From an optimization exercise on the open Yosys and OpenROAD flow, aimed at a short achievable clock period, few clock cycles per item and low power; shortcuts taken in it are not production practice.
No functional check of the RTL was part of any run shown here.
No activity file was given, so power comes from the tool's default toggle rates.

## flow/design.v (module list and top-level ports; edited modules follow where they fit)
// module fp_round_pack: 70 lines
// module fp_mul_pipe: 2494 lines
module fp_mul_pipe (
   input  logic        clk,
   input  logic        rst,
   input  logic        in_valid,
   output logic        in_ready,
   input  logic [31:0] op1,
   input  logic [31:0] op2,
   output logic        out_valid,
   input  logic        out_ready,
   output logic [31:0] res,
   output logic [3:0]  flags
);
  // ...
==> flow/flow/run.sh <==
#!/bin/bash
set -euo pipefail
bash standard.sh SETUP_SLACK_MARGIN=6.0 finish > orfs_make.log 2>&1
==> flow/standard.sh <==
#!/bin/bash
# synth_recipe.tcl (not shown) runs the flow's synth.tcl, then flattens the netlist and writes it again
# the make line also repeats each setting of config.mk as NAME=value (left out here)
make -C /OpenROAD-flow-scripts/flow DESIGN_CONFIG=/design/flow/config.mk WORK_HOME=/design/flow/orfs CLKGATE_MAP_FILE= SYNTH_SCRIPT=/design/flow/synth_recipe.tcl "${@:-finish}"
==> flow/config.mk <==
export PLATFORM = sky130hd
export DESIGN_NAME = fp_mul_pipe
export DESIGN_NICKNAME = fp_mul_pipe
export VERILOG_FILES = /design/flow/design.v
export SDC_FILE = /design/flow/constraint.sdc
export NUM_CORES = 4
export LEC_CHECK = 0
export CAP_MARGIN = 20
export CORE_MARGIN = 2
export CORE_UTILIZATION = 40
export CTS_BUF_LIST = sky130_fd_sc_hd__clkbuf_4 sky130_fd_sc_hd__clkbuf_8
export CTS_CLUSTER_DIAMETER = 50
export CTS_CLUSTER_SIZE = 15
export SLEW_MARGIN = 20
==> flow/constraint.sdc <==
create_clock -name core_clock -period 10.0 [get_ports {clk}]
set_input_delay 2.0000 -clock core_clock [delete_from_list [all_inputs] [get_ports {clk}]]
set_output_delay 2.0000 -clock core_clock [all_outputs]
set_load 0.01 [all_outputs]
==> impl_metrics.env, run 1 <==
export IMPL_syn_nets=3006
export IMPL_timing_critical_path_buf_inv=4
export IMPL_fin_util=0.452
export IMPL_finalSetupViolCount=0
export IMPL_die_x_um=264
export IMPL_r2r_setup_slack_ns=6.09
export IMPL_viasPerCell=5.45
export IMPL_r2r_cells=11
export IMPL_crit_fanout=13
export IMPL_largest_reg_flops=48
export IMPL_gp_congestion=0.859
export IMPL_num_rows=95
export IMPL_synth_top_family_by_area="adder cells"
export IMPL_period_share=0.391
export IMPL_num_tap_cells=873
export IMPL_nClkBuffers=52
export IMPL_numCtsBuffers=44
export IMPL_crit_path_end_kind="flip-flop"
export IMPL_outcome="finished clean"
export IMPL_yosys_area_top_type_share=0.285
export IMPL_htreeDepth=2
export IMPL_wire_per_inst_um=20.2
export IMPL_grt_first_pass_wirelength_um=111000
export IMPL_clock_skew_ns=0.0465
export IMPL_maxCapViolCount=0
export IMPL_multiInputCombCellCount=1683
==> module fp_round_pack, before the edit <==
module fp_round_pack (
   input  logic        sign,
   input  logic [1:0]  spec,    
   input  logic [9:0]  esum,    
   input  logic [25:0] ph,      
   input  logic        st,      
   output logic [31:0] res,
   output logic [3:0]  flags
);
   logic        p47;
   logic        rh, rl;         
   logic [23:0] ih, il;         
   logic [22:0] frac;
   logic        cry;
   logic        inx;
   logic [9:0]  e0, e1, e2;
   logic [9:0]  exp_fin;
   logic        ovf, unf;
   function automatic logic f_ovf(input logic [9:0] e);
      f_ovf = !e[9] && (e[8] || (&e[7:0]));
   endfunction
   function automatic logic f_unf(input logic [9:0] e);
      f_unf = e[9] || (e == 10'd0);
   endfunction
   always_comb begin
      p47  = ph[25];
      rh   = ph[1] & (ph[0] | st | ph[2]);
      rl   = ph[0] & (st | ph[1]);
      ih   = {1'b0, ph[24:2]} + {23'd0, rh};
      il   = {1'b0, ph[23:1]} + {23'd0, rl};
      frac = p47 ? ih[22:0] : il[22:0];
      cry  = p47 ? ih[23] : il[23];
      inx  = p47 ? (ph[1] | ph[0] | st) : (ph[0] | st);
      e0   = esum;
      e1   = esum + 10'd1;
      e2   = esum + 10'd2;
      if (p47 && cry) begin
         exp_fin = e2;
         ovf     = f_ovf(e2);
         unf     = f_unf(e2);
      end else if (p47 || cry) begin
         exp_fin = e1;
         ovf     = f_ovf(e1);
         unf     = f_unf(e1);
      end else begin
         exp_fin = e0;
         ovf     = f_ovf(e0);
         unf     = f_unf(e0);
      end
      if (spec == 2'd3) begin
         res   = {sign, 31'h7FFFFFFF};
         flags = 4'b1000;
      end else if (spec == 2'd2) begin
         res   = {sign, 8'hFF, 23'h0};
         flags = 4'b0000;
      end else if (spec == 2'd1) begin
         res   = {sign, 31'h0};
         flags = 4'b0000;
      end else if (ovf) begin
         res   = {sign, 8'hFF, 23'h0};
         flags = 4'b0101;
      end else if (unf) begin
         res   = {sign, 31'h0};
         flags = 4'b0011;
      end else begin
         res   = {sign, exp_fin[7:0], frac};
         flags = {3'b000, inx};
      end
   end
endmodule
==> inputs of run 2 (changes only) <==
--- a/flow/design.v
+++ b/flow/design.v
@@ -20,53 +20,82 @@
    input  logic [9:0]  esum,    
    input  logic [25:0] ph,      
    input  logic        st,      
    output logic [31:0] res,
    output logic [3:0]  flags
 );
    logic        p47;
    logic        rh, rl;         
-   logic [23:0] ih, il;         
+   logic [22:0] fh, fl;         
+   logic [22:0] ah, al;         
    logic [22:0] frac;
-   logic        cry;
+   logic        ch, cl, cry;
    logic        inx;
-   logic [9:0]  e0, e1, e2;
-   logic [9:0]  exp_fin;
+   logic [7:0]  a1, a2;         
+   logic [7:0]  e0, e1, e2;
+   logic [7:0]  exp8;
+   logic [2:0]  ovf_k, unf_k;   
    logic        ovf, unf;
-   function automatic logic f_ovf(input logic [9:0] e);
-      f_ovf = !e[9] && (e[8] || (&e[7:0]));
-   endfunction
-   function automatic logic f_unf(input logic [9:0] e);
-      f_unf = e[9] || (e == 10'd0);
-   endfunction
+   assign p47 = ph[25];
+   assign fh  = ph[24:2];
+   assign fl  = ph[23:1];
+   assign rh  = ph[1] & (ph[0] | st | ph[2]);
+   assign rl  = ph[0] & (st | ph[1]);
+   assign inx = p47 ? (ph[1] | ph[0] | st) : (ph[0] | st);
+   genvar i;
+   generate
+      for (i = 0; i < 23; i++) begin : g_inc
+         if (i == 0) begin : g0
+            assign ah[i] = 1'b1;
+            assign al[i] = 1'b1;
+         end else begin : gi
+            assign ah[i] = &fh[i-1:0];
+            assign al[i] = &fl[i-1:0];
+         end
+      end
+      for (i = 0; i < 8; i++) begin : g_exp
+         if (i == 0) begin : g0
+            assign a1[i] = 1'b1;
+            assign a2[i] = 1'b0;
+         end else if (i == 1) begin : g1
+            assign a1[i] = esum[0];
+            assign a2[i] = 1'b1;
+         end else begin : gi
+            assign a1[i] = &esum[i-1:0];
+            assign a2[i] = &esum[i-1:1];
+         end
+      end
+   endgenerate
+   assign ch   = rh & (&fh);
+   assign cl   = rl & (&fl);
+   assign cry  = p47 ? ch : cl;
+   assign frac = p47 ? (fh ^ ({23{rh}} & ah)) : (fl ^ ({23{rl}} & al));
+   assign e0 = esum[7:0];
+   assign e1 = esum[7:0] ^ a1;
+   assign e2 = esum[7:0] ^ a2;
+   assign ovf_k[0] = !esum[9] && (esum[8] || (&esum[7:0]));
+   assign ovf_k[1] = !esum[9] && (esum[8] || (&esum[7:1]));
+   assign ovf_k[2] = !esum[9] && (esum[8] || ((&esum[7:2]) && (esum[1] || esum[0])));
+   assign unf_k[0] = esum[9] || (esum == 10'd0);
+   assign unf_k[1] = esum[9];
+   assign unf_k[2] = esum[9] && !(&esum[8:0]);
    always_comb begin
-      p47  = ph[25];
-      rh   = ph[1] & (ph[0] | st | ph[2]);
-      rl   = ph[0] & (st | ph[1]);
-      ih   = {1'b0, ph[24:2]} + {23'd0, rh};
-      il   = {1'b0, ph[23:1]} + {23'd0, rl};
-      frac = p47 ? ih[22:0] : il[22:0];
-      cry  = p47 ? ih[23] : il[23];
-      inx  = p47 ? (ph[1] | ph[0] | st) : (ph[0] | st);
-      e0   = esum;
-      e1   = esum + 10'd1;
-      e2   = esum + 10'd2;
       if (p47 && cry) begin
-         exp_fin = e2;
-         ovf     = f_ovf(e2);
-         unf     = f_unf(e2);
+         exp8 = e2;
+         ovf  = ovf_k[2];
+         unf  = unf_k[2];
       end else if (p47 || cry) begin
-         exp_fin = e1;
-         ovf     = f_ovf(e1);
-         unf     = f_unf(e1);
+         exp8 = e1;
+         ovf  = ovf_k[1];
+         unf  = unf_k[1];
       end else begin
-         exp_fin = e0;
-         ovf     = f_ovf(e0);
-         unf     = f_unf(e0);
+         exp8 = e0;
+         ovf  = ovf_k[0];
+         unf  = unf_k[0];
       end
       if (spec == 2'd3) begin
          res   = {sign, 31'h7FFFFFFF};
          flags = 4'b1000;
       end else if (spec == 2'd2) begin
          res   = {sign, 8'hFF, 23'h0};
          flags = 4'b0000;
       end else if (spec == 2'd1) begin
@@ -74,17 +103,17 @@
          flags = 4'b0000;
       end else if (ovf) begin
          res   = {sign, 8'hFF, 23'h0};
          flags = 4'b0101;
       end else if (unf) begin
          res   = {sign, 31'h0};
          flags = 4'b0011;
       end else begin
-         res   = {sign, exp_fin[7:0], frac};
+         res   = {sign, exp8, frac};
          flags = {3'b000, inx};
       end
    end
 endmodule
 module fp_mul_pipe (
    input  logic        clk,
    input  logic        rst,
    input  logic        in_valid,
@@ -99,17 +128,17 @@
    logic        en;         
    logic        v0, v1, v2;
    logic [1:0]  sk_n;       
    logic        sk_full;
    logic [35:0] sk1, sk2;
    logic        deliver, arrive, take;
    logic        s0_sign;
    logic [1:0]  s0_spec;
-   logic [9:0]  s0_esum;
+   logic [8:0]  s0_esum;     
    logic [22:0] s0_fa;
    logic [11:0] s0_one, s0_two;
    logic [10:0] s0_neg;
    logic [11:0] enc_one, enc_two;
    logic [10:0] enc_neg;
    logic        s1_sign;
    logic [1:0]  s1_spec;
    logic [9:0]  s1_esum;
@@ -1309,17 +1338,17 @@
       end
    end
    assign b_one = s0_one;
    assign b_two = s0_two;
    assign b_neg = s0_neg;
    always_ff @(posedge clk) begin
       s0_sign <= op1[31] ^ op2[31];
       s0_spec <= spec;
-      s0_esum <= {2'b00, op1[30:23]} + {2'b00, op2[30:23]} - 10'd127;
+      s0_esum <= {1'b0, op1[30:23]} + {1'b0, op2[30:23]};
       s0_fa   <= op1[22:0];
       s0_one  <= enc_one;
       s0_two  <= enc_two;
       s0_neg  <= enc_neg;
    end
    assign ma = {1'b1, s0_fa};
    assign bp0 = ((b_one[0] & ma[0])) ^ b_neg[0];
    assign bp1 = ((b_one[0] & ma[1]) | (b_two[0] & ma[0])) ^ b_neg[0];
@@ -2225,17 +2254,17 @@
    assign hs901 = ma[23] ^ hc810;
    assign hc902 = ma[23] & hc810;
    assign cs_x = {fc900, fc898, fc896, fc894, fc892, fc890, fc888, fc886, fc884, fc882, fc880, fc878, fc876, fc874, fc872, fc870, fc868, fc866, fc864, fc862, fc860, fc858, fc856, fc854, fc852, fc850, fc848, fc846, fc844, fc842, fc840, fc838, fc836, fc834, fc832, fc830, fc828, fc826, fc824, fc822, fc820, fc818, fc816, hc814, hc812, hs811, bp1, bp0};
    assign cs_y = {hs901, fs899, fs897, fs895, fs893, fs891, fs889, fs887, fs885, fs883, fs881, fs879, fs877, fs875, fs873, fs871, fs869, fs867, fs865, fs863, fs861, fs859, fs857, fs855, fs853, fs851, fs849, fs847, fs845, fs843, fs841, fs839, fs837, fs835, fs833, fs831, fs829, fs827, fs825, fs823, fs821, fs819, fs817, fs815, hs813, b_neg[1], 1'b0, b_neg[0]};
    always_ff @(posedge clk) begin
       if (en) begin
          s1_sign <= s0_sign;
          s1_spec <= s0_spec;
-         s1_esum <= s0_esum;
+         s1_esum <= {1'b0, s0_esum} - 10'd127;
          s1_x    <= cs_x;
          s1_y    <= cs_y;
       end
    end
    assign zt[0] = ~(s1_x[0] ^ s1_y[0]);
    always_comb begin
       for (int i = 1; i < 22; i++)
          zt[i] = ~((s1_x[i] ^ s1_y[i]) ^ (s1_x[i-1] | s1_y[i-1]));
==> flow/flow/run.sh (replaced) <==
#!/bin/bash
set -euo pipefail
bash standard.sh SETUP_SLACK_MARGIN=6.3 finish > orfs_make.log 2>&1
==> flow/config.mk (replaced) <==
export PLATFORM = sky130hd
export DESIGN_NAME = fp_mul_pipe
export DESIGN_NICKNAME = fp_mul_pipe
export VERILOG_FILES = /design/flow/design.v
export SDC_FILE = /design/flow/constraint.sdc
export NUM_CORES = 4
export LEC_CHECK = 0
export CAP_MARGIN = 20
export CORE_MARGIN = 2
export CORE_UTILIZATION = 40
export CTS_BUF_LIST = sky130_fd_sc_hd__clkbuf_8
export CTS_CLUSTER_DIAMETER = 60
export CTS_CLUSTER_SIZE = 20
export SLEW_MARGIN = 20
==> run 2 against run 1 <==
Effect of this change:
- via count rose by 0.72%
- synthesized cell count is 2.5% lower
- core utilization rose by 3.0 points
- sequential share of layout area is 1.3 points lower
- wire length is 6.5% higher
- clock power decreased by 9%
- critical path depth down 1
- hold slack gained 0.017 ns
- critical endpoint is now s1_y[29]$_DFFE_PN_
==> impl_metrics.env, run 2 <==
export IMPL_outcome="finished clean"
export IMPL_gr_total_overflow=0
export IMPL_avgSynthCellArea_sq_um=10.8
export IMPL_slew_violations=0
export IMPL_die_y_um=263
export IMPL_coreArea_sq_mm=0.0660
export IMPL_top_layer="met5"
export IMPL_root_buffer="clkbuf_8"
export IMPL_synth_area_sq_mm=0.0268
export IMPL_area_growth_pct=18.8
export IMPL_crit_type="flip-flop to flip-flop"
export IMPL_met3WireLength_um=6760
export IMPL_synthDistinctLibCells=81
export IMPL_period_share=0.376
export IMPL_grtUsageTotal=0.213
export IMPL_r2r_cells=10
export IMPL_maxCapViolCount=0
export IMPL_first_pass_iters=6
export IMPL_yosys_area_top_type_share=0.287
export IMPL_rsz0062_at_grt="true"
export IMPL_hpwlAfterDp_um=48500
export IMPL_power_per_cell_area_mw_per_mm2=286
export IMPL_port_buffers=105
export IMPL_cp_endpoint="s1_y[29]$_DFFE_PN_"
export IMPL_met2_length_um=34100
export IMPL_gp_congestion=0.874
export IMPL_dieArea_sq_mm=0.0690
export IMPL_fin_ws_ns=6.24
export IMPL_wire_per_inst_um=21.6
export IMPL_cts_tree="built"
export IMPL_top_regs="s1_x (48), s1_y (47)"
export IMPL_p_total_mw=9.08
export IMPL_wl_um=75200
export IMPL_r2r_setup_slack_ns=6.24
export IMPL_ant_nets=0
export IMPL_netlist_top_cells_count="inv_1 (353), edfxtp_1 (256), a22oi_1 (255)"
export IMPL_largest_reg_flops=48
export IMPL_crit_fanout=9
export IMPL_yosys_top_cells_area="edfxtp_1 (29%), fa_1 (19%), xnor2_1 (8.2%), a22oi_1 (7.2%), ha_1 (6.0%)"
export IMPL_synth_ff_type="edfxtp_1"
export IMPL_synthArstFlopShare=0.0240
export IMPL_drc_errors=0
export IMPL_peakVddDrop_v=0.000116
export IMPL_fin_util=0.482
export IMPL_required_ns=10.35
export IMPL_clock_fmax_ghz=0.266
export IMPL_critPathLaunch="s0_neg[2]$_DFF_P_"
export IMPL_synth_seq_cells=334
export IMPL_clk_pin_slew_ns=0.11
export IMPL_largest_register="s1_x"
export IMPL_num_rows=94
export IMPL_drt_initial_drc_count=1980
export IMPL_final_common_cell="inv_1"
export IMPL_die_x_um=263
export IMPL_syn_inst=2489
export IMPL_grt_first_pass_wirelength_um=114000
export IMPL_synth_most_common_cell="inv_1"
export IMPL_routed_via_count=19200
export IMPL_min_period_ns=3.76
export IMPL_hold_path_class="flip-flop to flip-flop"
export IMPL_viasPerCell=5.53
export IMPL_initial_core_util=0.406
export IMPL_crit_path_end_kind="flip-flop"
export IMPL_synth_top_area_cell="edfxtp_1"
export IMPL_pre_cts_ws_ns=5.29
export IMPL_start_kind="flip-flop"
export IMPL_numCtsBuffers=35
export IMPL_synth_edf_count=256
export IMPL_cts_sinks=334
export IMPL_clkLatencyLatePin_ns=0.66
export IMPL_drive_gt1_frac=0.168
export IMPL_grt_pass1_vias=19600
export IMPL_r2r_end="s1_y[29]$_DFFE_PN_"
export IMPL_p_leak_nw=13.0
export IMPL_tns_ns=0
export IMPL_relSlewSlack=0.332
export IMPL_pin_count=106
export IMPL_clock_path_buffers=3
export IMPL_r2r_start="s0_neg[2]$_DFF_P_"
export IMPL_synth_seq_area_share=0.347
export IMPL_worst_pin_slew_ns=1.00
export IMPL_yosys_warnings=2
export IMPL_hold_violations=0
export IMPL_mostFrequentLayoutCells="inv_1 (337), edfxtp_1 (256), xnor2_1 (226)"
export IMPL_grt_max_degree=78
export IMPL_n_fill_cell=5836
export IMPL_clock_skew_ns=0.0600
export IMPL_antenna_found_initial=3
export IMPL_syn_nets=2936
export IMPL_finalSetupViolCount=0
export IMPL_nets=3030
export IMPL_arrival_ns=4.11
export IMPL_wl_met1_um=31500
export IMPL_ctsHoldBuffers=0
export IMPL_htreeDepth=2
-- run 2: what timing repair did --
| item | CTS | global route |
|---|---|---|
| gates cloned | 19 | 5 |
| pin swaps | 35 | 87 |
| buffers inserted | 29 | 20 |
| endpoints found under the setup margin | 147 | 128 |
| resized for setup | 193 | 139 |
-- run 2: worst min-delay path by stage --
stage,end,startpoint,slack (ns),depth (start not counted)
final,s1_spec[0]$_DFFE_PN_,s0_spec[0]$_SDFF_PP1_,0.42,0
after global routing,s2_esum[3]$_DFFE_PN_,s1_esum[3]$_DFFE_PN_,0.44,0
after CTS,s2_esum[4]$_DFFE_PN_,s1_esum[4]$_DFFE_PN_,0.43,0
after detailed placement,s1_sign$_DFFE_PN_,s0_sign$_DFF_P_,0.39,0
after global placement,s1_spec[0]$_DFFE_PN_,s0_spec[0]$_SDFF_PP1_,0.40,0
after floorplan,s1_sign$_DFFE_PN_,s0_sign$_DFF_P_,0.39,0
-- run 2: report_power, final --
group / leakage (nW) / switching (mW) / total, mW / internal [mW]
Combinational: 9.25 / 2.98 / 5.25 / 2.27
Clock: 0.430 / 0.613 / 1.06 / 0.444
Sequential: 3.31 / 0.294 / 2.78 / 2.48
-- run 2: area by class of cell --
class,instances,area (sq um),share of cell area
clock buffers,35,482,0.0151
repair buffers,225,2990,0.0940
diodes,1,2.50,0.0000787
well taps,864,1080,0.0340
inverters,359,1390,0.0438
multi-input cells,1628,16100,0.505
flip-flops and latches,334,9400,0.296
clock inverters,29,380,0.0120
-- run 2: per-stage QoR --
step | cell area (sq um) | std cells | hold slack [ns]
floorplan | 27000 | 2489 | 0.386
global placement | 28500 | 3337 | 0.399
detailed placement | 28500 | 3337 | 0.391
CTS | 30900 | 3449 | 0.428
global route | 31800 | 3474 | 0.435
finish | 31800 | 3475 | 0.423
-- run 2: per-layer routing --
metal / up-vias / track usage
li1: 8654 / -
met1: 9488 / 0.284
met2: 877 / 0.341
met3: 179 / 0.0448
met4: 2 / 0.0823
met5: - / 0
-- run 2: kinds of logic (layout without fill, tap and decap cells) --
logic type | Yosys count | count (layout) | share of synthesized area
buffers and inverters | 529 | 648 | 0.0788
AO/OA/AOI/OAI | 515 | 515 | 0.133
adder cells (fa/ha/maj) | 379 | 379 | 0.247
XOR/XNOR | 345 | 345 | 0.113
AND/OR/NAND/NOR | 344 | 346 | 0.0624
flip-flops | 334 | 334 | 0.347
multiplexers | 43 | 43 | 0.0183
other | 0 | 1 | 0
-- run 2: worst max-delay path, cell delays in order (launching register included) --
cell and delay [ns]:
dfxtp_4 0.37, buf_4 0.19, xnor2_1 0.36, fa_1 0.53
fa_2 0.58, inv_1 0.05, fa_1 0.39, inv_1 0.08
fa_1 0.41, inv_2 0.07, fa_1 0.42
==> inputs of run 3 (changes only) <==
==> flow/flow/run.sh (replaced) <==
#!/bin/bash
set -euo pipefail
bash standard.sh SETUP_SLACK_MARGIN=6.6 finish > orfs_make.log 2>&1
==> run 3 against run 2 <==
Effect of this change:
- still clean on timing, DRC and antenna
- sequential share of layout area decreased by 1.3 points
- clock power about the same
- flip-flop and latch count unchanged
- register-to-register slack improved by 0.02 ns
- core utilization increased by 2.5 points
- critical path type unchanged
==> impl_metrics.env, run 3 <==
export IMPL_initial_core_util=0.406
export IMPL_crit_family="adder cells"
export IMPL_hold_slack_ns=0.413
export IMPL_worst_pin_slew_ns=0.964
export IMPL_synthDistinctLibCells=81
export IMPL_nets=3133
export IMPL_pin_count=106
export IMPL_first_pass_iters=6
export IMPL_critPathMaxStageDelay_ns=0.59
export IMPL_p_sw_frac=0.430
export IMPL_numCtsBuffers=35
export IMPL_p_clk_frac=0.111
export IMPL_cts_sinks=334
export IMPL_p_total_mw=9.44
export IMPL_timing_critical_path_buf_inv=5
export IMPL_tns_ns=0
export IMPL_coreArea_sq_mm=0.0660
export IMPL_crit_slowest_cell="fa_1"
export IMPL_htreeDepth=2
export IMPL_crit_type="flip-flop to flip-flop"
export IMPL_fin_ws_ns=6.26
export IMPL_pre_cts_ws_ns=5.46
export IMPL_grtUsageTotal=0.229
export IMPL_peakVddDrop_v=0.000126
export IMPL_yosys_top_cells_area="edfxtp_1 (29%), fa_1 (19%), xnor2_1 (8.2%), a22oi_1 (7.2%), ha_1 (6.0%)"
export IMPL_crit_path_end_kind="flip-flop"
export IMPL_clock_path_buffers=3
export IMPL_clkLatencyLatePin_ns=0.65
export IMPL_hpwlAfterDp_um=48700
export IMPL_place_inst=3323
export IMPL_power_share_sequential=0.294
export IMPL_syn_inst=2489
export IMPL_slew_violations=0
export IMPL_grt_first_pass_wirelength_um=121000
export IMPL_netlist_top_cells_count="inv_1 (353), edfxtp_1 (256), a22oi_1 (255)"
export IMPL_synth_edf_count=256
export IMPL_grt_pass1_vias=20500
export IMPL_finalSetupViolCount=0
export IMPL_clock_fmax_ghz=0.267
export IMPL_synth_area_sq_mm=0.0268
export IMPL_syn_nets=2936
export IMPL_grt_max_degree=77
export IMPL_drc_errors=0
export IMPL_dieArea_sq_mm=0.0690
export IMPL_gr_total_overflow=0
export IMPL_synthArstFlopShare=0.0240
export IMPL_antenna_found_initial=4
export IMPL_use_met3=0.0535
export IMPL_wl_um=81800
export IMPL_fin_cells=3577
export IMPL_synth_seq_area_share=0.347
export IMPL_mostFrequentLayoutCells="inv_1 (290), edfxtp_1 (256), xnor2_1 (204)"
export IMPL_grt_use_met1=0.295
export IMPL_cts_tree="built"
export IMPL_synth_most_common_cell="inv_1"
export IMPL_hold_violations=0
export IMPL_rsz0062_at_grt="true"
export IMPL_drt_initial_drc_count=2072
export IMPL_yosys_warnings=2
export IMPL_avgSynthCellArea_sq_um=10.8
export IMPL_crit_fanout=7
export IMPL_power_per_cell_area_mw_per_mm2=282
export IMPL_crit_path_cell_trace="buf_6, a22oi_2, xnor2_2, fa_1, inv_2, fa_2, inv_2, fa_2, inv_2, fa_1, inv_1, fa_2"
export IMPL_viasPerCell=5.61
export IMPL_area_growth_pct=25.0
export IMPL_period_share=0.374
export IMPL_top_regs="s1_x (48), s1_y (47)"
export IMPL_final_common_cell="inv_1"
export IMPL_gp_congestion=0.885
export IMPL_min_period_ns=3.74
export IMPL_synth_seq_cells=334
export IMPL_clk_pin_slew_ns=0.11
export IMPL_synth_ff_type="edfxtp_1"
export IMPL_use_met2=0.365
export IMPL_maxCapViolCount=0
export IMPL_synth_top_area_cell="edfxtp_1"
export IMPL_die_y_um=263
export IMPL_p_leak_nw=13.6
export IMPL_yosys_area_top_type_share=0.287
export IMPL_drive_gt1_frac=0.278
export IMPL_hold_path_class="flip-flop to flip-flop"
export IMPL_root_buffer="clkbuf_8"
export IMPL_outcome="finished clean"
export IMPL_largest_reg_flops=48
export IMPL_start_kind="flip-flop"
export IMPL_combPwrFrac=0.594
export IMPL_routed_via_count=20100
export IMPL_ant_nets=0
export IMPL_wire_per_inst_um=22.9
export IMPL_clock_skew_ns=0.0547
export IMPL_p_switching_mw=4.06
export IMPL_grt_most_used_layer="met2"
export IMPL_num_rows=94
export IMPL_largest_register="s1_x"
export IMPL_relSlewSlack=0.357
export IMPL_required_ns=10.36
export IMPL_internal_power_mw=5.39
export IMPL_port_buffers=105
export IMPL_arrival_ns=4.10
export IMPL_die_x_um=263
[run 3: cell counts after synthesis]
Identical to the previous run, type by type.
[run 3: power by group through the flow]
stage               combinational [mW]  sequential (mW)  clock, mW
floorplan                         3.65             2.75          0
global placement                  4.88             2.83          0
detailed placement                5.07             2.86          0
CTS                               5.39             2.78       1.08
global route                      6.35             2.84       1.13
finish                            5.61             2.78       1.05
[run 3: repair_timing]
item / 4_1_cts / 5_1_grt
setup endpoints to repair: 236 / 180
pin swaps: 120 / 119
buffers inserted: 134 / 33
gates resized for setup: 330 / 159
hold buffers: 0 / 0
cloned: 15 / 8
[run 3: per-stage QoR]
stage	instance area, sq um	util
after floorplan	28000	-
after global placement	28900	0.438
after detailed placement	28900	0.438
after CTS	32400	0.491
after global routing	33500	0.507
final	33500	0.507
[run 3: cell type report]
type	instances	area, sq um
Multi-Input combinational cell	1630	16800
Timing Repair Buffer	326	3880
Antenna cell	1	2.50
Fill cell	5658	32500
Tap cell	864	1080
Sequential cell	334	9440
Clock buffer	36	495
Clock inverter	27	344
Inverter	359	1390
[run 3: final timing paths]
path                            depth (start not counted)  slack [ns]               endpoint             startpoint
worst max-delay path                                   12        6.26     s1_y[24]$_DFFE_PN_      s0_one[6]$_DFF_P_
worst min-delay path                                    0        0.41   s1_spec[1]$_DFFE_PN_  s0_spec[1]$_SDFF_PP1_
worst max register to register                         12        6.26     s1_y[24]$_DFFE_PN_      s0_one[6]$_DFF_P_
worst min register to register                          0        0.41   s1_spec[1]$_DFFE_PN_  s0_spec[1]$_SDFF_PP1_
max in group asynchronous                               1        8.11  out_valid$_DFFE_PN0N_                    rst
min in group asynchronous                               1        1.62    sk_n[1]$_DFFE_PN0P_                    rst
[run 3: cell families after synthesis]
kind of cell | after synthesis | synth area share
muxes | 43 | 0.0183
xor gates and xnor gates | 345 | 0.113
and+or+nand+nor | 344 | 0.0624
adders and majority gates | 379 | 0.247
AOI/OAI and AO/OA | 515 | 0.133
buffers and inverters | 529 | 0.0788
DFF | 334 | 0.347
[run 3: worst reg2reg max path: stages, from the launching register on]
cell,delay (ns)
dfxtp_4,0.42
buf_6,0.17
a22oi_2,0.25
xnor2_2,0.14
fa_1,0.59
inv_2,0.05
fa_2,0.53
inv_2,0.04
fa_2,0.33
inv_2,0.06
fa_1,0.37
inv_1,0.08
fa_2,0.42
[run 3: metal layers]
metal | vias to the layer above | routed length [um]
li1 | 8844 | -
met1 | 9887 | 32500
met2 | 1025 | 37100
met3 | 306 | 7810
met4 | 0 | 4410
met5 | - | 0

==> what the ideal ports hide <==
In the flow no input, the clock included, has a driving cell. The finished layouts below were timed again as built, in two steps. Step 1 (the two cells are an assumption about what drives the block):
set clk [get_ports {clk}]
set_driving_cell -lib_cell sky130_fd_sc_hd__clkbuf_16 $clk
set_driving_cell -lib_cell sky130_fd_sc_hd__buf_2 [delete_from_list [all_inputs] $clk]
Step 2 moves the port delays by t, midway between the first and last clock arrival at a register: inputs arrive t later, outputs are due t later. That takes back most of the time a late clock gives input paths. Three values: ideal ports, drivers, drivers and shift; two values: the first two.
run | shift t [ns] | setup slack, ns | clock arrival spread, ns
run 1 | 0.688 | 6.088 / 6.088 / 5.472 | 0.053 / 0.053
run 2 | 0.688 | 6.239 / 6.239 / 5.749 | 0.064 / 0.064
run 3 | 0.682 | 6.256 / 6.256 / 5.950 | 0.064 / 0.064
After both steps setup and hold are still met in every run listed. The setup slack of run 1, which loses most, moves by 0.000 ns with the drivers and by -0.616 ns with both steps.
